Background: an optimization exercise with open tools, aiming at small area, a short achievable clock period and few clock cycles per item. Do not read the settings as production practice. At most, simulation tests tie the RTL to the original design; equivalence was not proved.

// gregorian_day_number_convert_top
module gregorian_day_number_convert_top (
    input  logic         clk,
    input  logic         rst_n,
    input  logic         req_valid,
    output logic         req_ready,
    input  logic         req_type,
    input  logic [13:0]  year_in,
    input  logic [3:0]   month_in,
    input  logic [4:0]   day_in,
    input  logic [21:0]  number_in,
    output logic         rsp_valid,
    input  logic         rsp_ready,
    output logic [21:0]  number_out,
    output logic [13:0]  year_out,
    output logic [3:0]   month_out,
    output logic [4:0]   day_out,
    output logic         range_error
);
For scale: about 1,300 cells after synthesis, about 120 flip-flops.
Settings: LEC_CHECK=0, CAP_MARGIN=20, CORE_MARGIN=2, CORE_UTILIZATION=60, PLACE_DENSITY=0.75, SETUP_SLACK_MARGIN=3.5, SLEW_MARGIN=20; clock period 9.0 ns.
run.sh (not shown) runs the stock make flow with config.mk's settings and CLKGATE_MAP_FILE= SYNTH_SCRIPT=/design/flow/synth_recipe.tcl, a recipe that flattens the netlist after the stock synthesis.
Edit:
- SETUP_SLACK_MARGIN: 3.5 -> 4.0
What happened:
- cell area rose by a few percent
- utilization rose by 3.6 points
- fmax fell slightly
- worst setup slack got worse by 28 ps
- synthesized area does not change
- routed wire length rose by a few percent
- first-iteration DRC count fell by roughly a tenth
- sequential cell count stays the same
- global-route usage rose by 1.3 points
- via count rose by a few percent
Function was not checked in any run of this note: the RTL went through the layout flow alone.

========
gregorian_day_number_convert_top, a different RTL version from the one above (not shown whole).
Size in the first run: ~1900 cells after synthesis, roughly 150 flip-flops, about 0.016 sq mm of cells after synthesis.
==> flow/config.mk <==
export PLATFORM = sky130hd
export DESIGN_NAME = gregorian_day_number_convert_top
export DESIGN_NICKNAME = gregorian_day_number_convert_top
export VERILOG_FILES = /design/flow/design.v
export SDC_FILE = /design/flow/constraint.sdc
export NUM_CORES = 4
export LEC_CHECK = 0
export ABC_AREA = 1
export CAP_MARGIN = 20
export CORE_MARGIN = 2
export CORE_UTILIZATION = 60
export PLACE_DENSITY = 0.75
export SETUP_SLACK_MARGIN = 4.2
export SLEW_MARGIN = 20
==> flow/constraint.sdc <==
create_clock -name core_clock -period 9.0 [get_ports {clk}]
set_input_delay 1.8000 -clock core_clock [delete_from_list [all_inputs] [get_ports {clk}]]
set_output_delay 1.8000 -clock core_clock [all_outputs]
set_load 0.01 [all_outputs]
Testbench counts at the start, summed over its fixed seeds: cycles 12,040, items 12,000.
Then changed:
--- a/flow/config.mk
+++ b/flow/config.mk
@@ -6,9 +6,10 @@
 export NUM_CORES = 4
 export LEC_CHECK = 0
-export ABC_AREA = 1
 export CAP_MARGIN = 20
 export CORE_MARGIN = 2
 export CORE_UTILIZATION = 60
+export CTS_BUF_LIST = sky130_fd_sc_hd__clkbuf_4 sky130_fd_sc_hd__clkbuf_8
+export CTS_CLUSTER_SIZE = 40
 export PLACE_DENSITY = 0.75
-export SETUP_SLACK_MARGIN = 4.2
+export SETUP_SLACK_MARGIN = 4.1
 export SLEW_MARGIN = 20
Die area went down by 5.0%. Setup slack is worse by 0.038 ns. Clock skew hardly moves. Via count went down by 15%. Maximum frequency went down by 0.79%. First-iteration DRC count went down by 51%. Cell area went down by 3.7%. Core utilization went up by 0.37 points. Register-to-register slack is worse by 0.29 ns.
Then changed:
--- a/flow/config.mk
+++ b/flow/config.mk
@@ -8,8 +8,8 @@
 export CAP_MARGIN = 20
 export CORE_MARGIN = 2
-export CORE_UTILIZATION = 60
+export CORE_UTILIZATION = 75
 export CTS_BUF_LIST = sky130_fd_sc_hd__clkbuf_4 sky130_fd_sc_hd__clkbuf_8
 export CTS_CLUSTER_SIZE = 40
-export PLACE_DENSITY = 0.75
-export SETUP_SLACK_MARGIN = 4.1
+export PLACE_DENSITY = 0.85
+export SETUP_SLACK_MARGIN = 4.2
 export SLEW_MARGIN = 20
Non-clock buffer count rose by 19.
Via count rose by a little under a tenth.
Final cell count fell by a few percent.
Design area rose slightly.
Then changed:
--- a/flow/config.mk
+++ b/flow/config.mk
@@ -8,8 +8,8 @@
 export CAP_MARGIN = 20
 export CORE_MARGIN = 2
-export CORE_UTILIZATION = 75
+export CORE_UTILIZATION = 60
 export CTS_BUF_LIST = sky130_fd_sc_hd__clkbuf_4 sky130_fd_sc_hd__clkbuf_8
 export CTS_CLUSTER_SIZE = 40
-export PLACE_DENSITY = 0.85
-export SETUP_SLACK_MARGIN = 4.2
+export PLACE_DENSITY = 0.75
+export SETUP_SLACK_MARGIN = 4.35
 export SLEW_MARGIN = 20
Result:
- first-iteration DRC count is lower by 34%
- cell area is higher by 3.4%
- via count went down by 5.4%
- clock-buffer cell count is higher by 2
- synthesized cell count is unchanged
- cell count rises by 5.1%
- clock skew hardly moves

afterwards: timing with drivers on the ports:
How much do the figures lean on ideal ports? The routed layouts below were timed once more, with nothing changed but the port constraints.
Step 1 (the two cells are an assumption about what drives the block):
set clk [get_ports {clk}]
set_driving_cell -lib_cell sky130_fd_sc_hd__clkbuf_16 $clk
set_driving_cell -lib_cell sky130_fd_sc_hd__buf_2 [delete_from_list [all_inputs] $clk]
Step 2, shift: input delay + t, output delay - t, t = (earliest + latest rising clock arrival at the registers) / 2. This alone moves slack from input paths to output paths.
Three values: ideal, step 1, step 2; two values: the first two.
run | shift t [ns] | setup slack, ns | hold WS [ns] | worst setup path after step 2 | latest minus earliest clock arrival (ns)
the first run of note 1 | 0.464 | 3.199 / 3.221 / 2.757 | 0.411 / 0.411 / 0.411 | input to register | 0.008 / 0.007
the second run of note 1 | 0.456 | 3.171 / 3.170 / 2.715 | 0.417 / 0.417 / 0.417 | input to register | 0.005 / 0.005
the first run of note 2 | 0.475 | 4.296 / 4.269 / 4.107 | 0.422 / 0.422 / 0.422 | input to register | 0.015 / 0.015
the second run of note 2 | 0.500 | 4.258 / 4.232 / 3.829 | 0.436 / 0.436 / 0.436 | input to register | 0.014 / 0.014
the third run of note 2 | 0.512 | 4.191 / 4.191 / 3.816 | 0.430 / 0.430 / 0.430 | input to register | 0.015 / 0.015
the fourth run of note 2 | 0.507 | 4.443 / 4.443 / 4.041 | 0.424 / 0.424 / 0.424 | input to register | 0.016 / 0.016
After both steps every run listed still meets setup and hold. For the second run of note 1, which loses most, drivers alone change the setup slack by -0.001 ns; drivers and shift together by -0.456 ns.
